From an optimization exercise on the open Yosys and OpenROAD flow, aimed at a short achievable clock period and few clock cycles; shortcuts taken in it are not production practice. Function was checked by simulation only, so behaviour that the tests miss may differ from the original. Power is estimated from default activity; no workload was simulated.

==> flow/design.v (excerpt) <==
module dmac_top (
   input  logic       HCLK,
   input  logic       HRESETn,
   input  logic       hsel,
   input  logic       hready,
   input  logic       hwrite,
   input  logic [1:0]    htrans,
   input  logic [31:0]      haddr,
   input  logic [31:0]      hwdata,
   output logic [31:0]      s_hrdata,
   output logic [1:0] s_hresp,
   output logic       hreadyout,
   input  logic [31:0]      hrdata,
   input  logic       hgrant,
   output logic       hbusreq,
   output logic [1:0]    m_htrans,
   output logic [31:0]      m_haddr,
   output logic       m_hwrite,
   output logic [2:0]    m_hburst,
   output logic [31:0]      m_hwdata,
   output logic       dmacintr
);
Size: ~930 flip-flops, roughly 0.039 mm^2 of cells after synthesis.
==> flow/config.mk <==
export PLATFORM = sky130hd
export DESIGN_NAME = dmac_top
export DESIGN_NICKNAME = dmac_top
export VERILOG_FILES = /design/flow/design.v
export SDC_FILE = /design/flow/constraint.sdc
export NUM_CORES = 4
export LEC_CHECK = 0
export CAP_MARGIN = 20
export CORE_MARGIN = 2
export CORE_UTILIZATION = 40
export SETUP_SLACK_MARGIN = 3.8
export SLEW_MARGIN = 20
==> flow/constraint.sdc <==
create_clock -name core_clock -period 6.0 [get_ports {HCLK}]
set_input_delay 1.2000 -clock core_clock [delete_from_list [all_inputs] [get_ports {HCLK}]]
set_output_delay 1.2000 -clock core_clock [all_outputs]
set_load 0.01 [all_outputs]
standard.sh (not shown) runs the stock make flow with config.mk's settings and CLKGATE_MAP_FILE= SYNTH_SCRIPT=/design/flow/synth_recipe.tcl, a recipe that flattens the netlist after the stock synthesis.
==> flow/flow/run.sh <==
#!/bin/bash
# Standard layout, with one extra step after placement (flow/move.tcl).
# Each tool's output goes to a log file of its own in this folder.
set -euo pipefail
export RDIR=$PWD/orfs/results/$FLOW_PLATFORM/dmac_top/base
bash standard.sh synth > log_1_synth.txt 2>&1
bash standard.sh floorplan > log_2_floorplan.txt 2>&1
bash standard.sh place > log_3_place.txt 2>&1
openroad -no_init -exit flow/move.tcl > log_3_move.txt 2>&1
bash standard.sh finish > log_4_finish.txt 2>&1
==> flow/flow/move.tcl <==
# After global and detailed placement: put each flip-flop that drives an
# output port's buffer right next to that buffer, then legalize again.
source [file join [file dirname [info script]] move_procs.tcl]
set R $::env(RDIR)
read_db $R/3_place.odb
move_out_flops
detailed_placement
check_placement
write_db $R/3_place.odb
==> flow/flow/move_procs.tcl <==
# Flip-flops that drive an output port's buffer, directly or through one
# inverter or buffer, are put next to that buffer (then legalized).
proc out_driver {inst} {
  # the instance that drives inst's (single) input pin, or ""
  foreach it [$inst getITerms] {
    if {[$it isInputSignal]} {
      set net [$it getNet]
      if {$net == "NULL"} { return "" }
      foreach d [$net getITerms] {
        if {[$d isOutputSignal]} { return [$d getInst] }
      }
    }
  }
  return ""
}

proc is_flop {inst} {
  return [string match "*__*df*" [[$inst getMaster] getName]]
}

proc is_inv_or_buf {inst} {
  set m [[$inst getMaster] getName]
  return [expr {[string match "*__inv_*" $m] || [string match "*__buf_*" $m] || [string match "*__clkbuf_*" $m]}]
}

proc move_out_flops {} {
  set block [ord::get_db_block]
  set n 0
  foreach bt [$block getBTerms] {
    if {[$bt getIoType] != "OUTPUT"} { continue }
    set net [$bt getNet]
    if {$net == "NULL"} { continue }
    set buf ""
    foreach it [$net getITerms] {
      if {[$it isOutputSignal]} { set buf [$it getInst] }
    }
    if {$buf == ""} { continue }
    set drv [out_driver $buf]
    if {$drv == ""} { continue }
    set loc [$buf getLocation]
    if {[is_flop $drv]} {
      $drv setLocation [lindex $loc 0] [lindex $loc 1]
      incr n
    } elseif {[is_inv_or_buf $drv]} {
      set ff [out_driver $drv]
      if {$ff != "" && [is_flop $ff]} {
        $drv setLocation [lindex $loc 0] [lindex $loc 1]
        $ff setLocation [lindex $loc 0] [lindex $loc 1]
        incr n
      }
    }
  }
  puts "moved $n flip-flops next to their output buffers"
}
Testbench counts at the start, summed over its fixed seeds: cycles 22,325.
Then changed:
--- a/flow/design.v
+++ b/flow/design.v
@@ -75,24 +75,25 @@
    logic        nz_r;
    logic [31:0] rdata_r;
    logic        wbeat;      
    logic        fin;        
    assign sel      = hsel && htrans[1] && !bad_q;
    assign a_cfg    = (haddr[11:0] == 12'h030);
    assign a_src    = (haddr[11:0] == 12'h100);
    assign a_dst    = (haddr[11:0] == 12'h104);
    assign a_ctrl   = (haddr[11:0] == 12'h10C);
    assign a_chcfg  = (haddr[11:0] == 12'h110);
    assign a_mapped = a_cfg || a_src || a_dst || a_ctrl || a_chcfg;
-   logic        a_sd;
+   logic        a_sd, rs_sd;
    assign a_sd     = (haddr[11:3] == 9'b0001_0000_0) && (haddr[1:0] == 2'b00);
+   assign rs_sd    = sel && !hwrite && a_sd;
    assign rs_cfg   = sel && !hwrite && a_cfg;
    assign rs_src   = sel && !hwrite && a_src;
    assign rs_dst   = sel && !hwrite && a_dst;
    assign rs_ctrl  = sel && !hwrite && a_ctrl;
    assign rs_chcfg = sel && !hwrite && a_chcfg;
    assign ws_cfg   = sel && hwrite && a_cfg;
    assign ws_src   = sel && hwrite && a_src;
    assign ws_dst   = sel && hwrite && a_dst;
    assign ws_ctrl  = sel && hwrite && a_ctrl;
    assign ws_chcfg = sel && hwrite && a_chcfg;
    assign bad_sel  = sel && hwrite && !a_mapped;
@@ -110,26 +111,26 @@
          nz_r   = wbeat ? (xfer_size[11:2] != 10'd1) : nz_q;
       end
       if (wr_chcfg_q) begin
          ch_en_r    = hwdata[0];
          int_mask_r = hwdata[1];
          int_pend_r = hwdata[2];
       end else begin
          ch_en_r    = ch_en && !fin;
          int_mask_r = int_mask;
          int_pend_r = int_pend || fin;
       end
-      rdata_r = ({32{a_sd}}    & (haddr[2] ? dst_r : src_r)) |
-                ({32{a_cfg}}   & {31'd0, glb_r}) |
-                ({32{a_ctrl}}  & {17'd0, bc_r, size_r}) |
-                ({32{a_chcfg}} & {29'd0, int_pend_r, int_mask_r, ch_en_r});
+      rdata_r = ({32{rs_sd}}    & (haddr[2] ? dst_r : src_r)) |
+                ({32{rs_cfg}}   & {31'd0, glb_r}) |
+                ({32{rs_ctrl}}  & {17'd0, bc_r, size_r}) |
+                ({32{rs_chcfg}} & {29'd0, int_pend_r, int_mask_r, ch_en_r});
    end
    always_ff @(posedge HCLK or negedge HRESETn) begin
       if (!HRESETn) begin
          {rd_cfg_q, rd_src_q, rd_dst_q, rd_ctrl_q, rd_chcfg_q} <= '0;
          {wr_cfg_q, wr_src_q, wr_dst_q, wr_ctrl_q, wr_chcfg_q} <= '0;
          bad_q      <= 1'b0;
          bad_o      <= 1'b0;
          hresp_q    <= 1'b0;
          glb_en     <= 1'b0;
          src_base   <= '0;
          dst_base   <= '0;
After rerunning: The new run completed without violations. Core utilization grows by 0.17 points. Design area grows by 1.5%. Sequential share of layout area shrinks by 0.81 points. Total power grows by about 3.4%. First-iteration DRC count grows by about 4.6%. Worst hold slack improved by 0.013 ns. Final cell count grows by 2.2%. Wire length grows by 2.2%. Die area grows by about 0.8%. Critical path depth grows by 7. Non-clock buffer count grows by 22.
Testbench counts after the change, summed over its fixed seeds: cycles 22,325.

[re-timing with driven ports]
How much do the figures lean on ideal ports? The routed layouts below were timed once more, with nothing changed but the port constraints.
Step 1, drivers: a clkbuf_16 drives HCLK and a buf_2 each remaining input, both assumed.
Step 2 moves the port delays by t, midway between the first and last clock arrival at a register: inputs arrive t later, outputs are due t later. That takes back most of the time a late clock gives input paths.
Three values: ideal ports, drivers, drivers and shift; two values: the first two.
run | shift t [ns] | slack for setup (ns) | worst hold slack (ns) | clock arrival spread, ns | cell pins on the clock port's net
the first run | 0.750 | 3.564 / 3.492 / 3.025 | 0.462 / 0.458 / 0.462 | 0.054 / 0.055 | 1
the second run | 0.744 | 3.525 / 3.473 / 2.813 | 0.475 / 0.475 / 0.475 | 0.035 / 0.035 | 1
After both steps setup and hold are still met in every run listed. The setup slack of the second run, which loses most, moves by -0.052 ns with the drivers and by -0.712 ns with both steps.
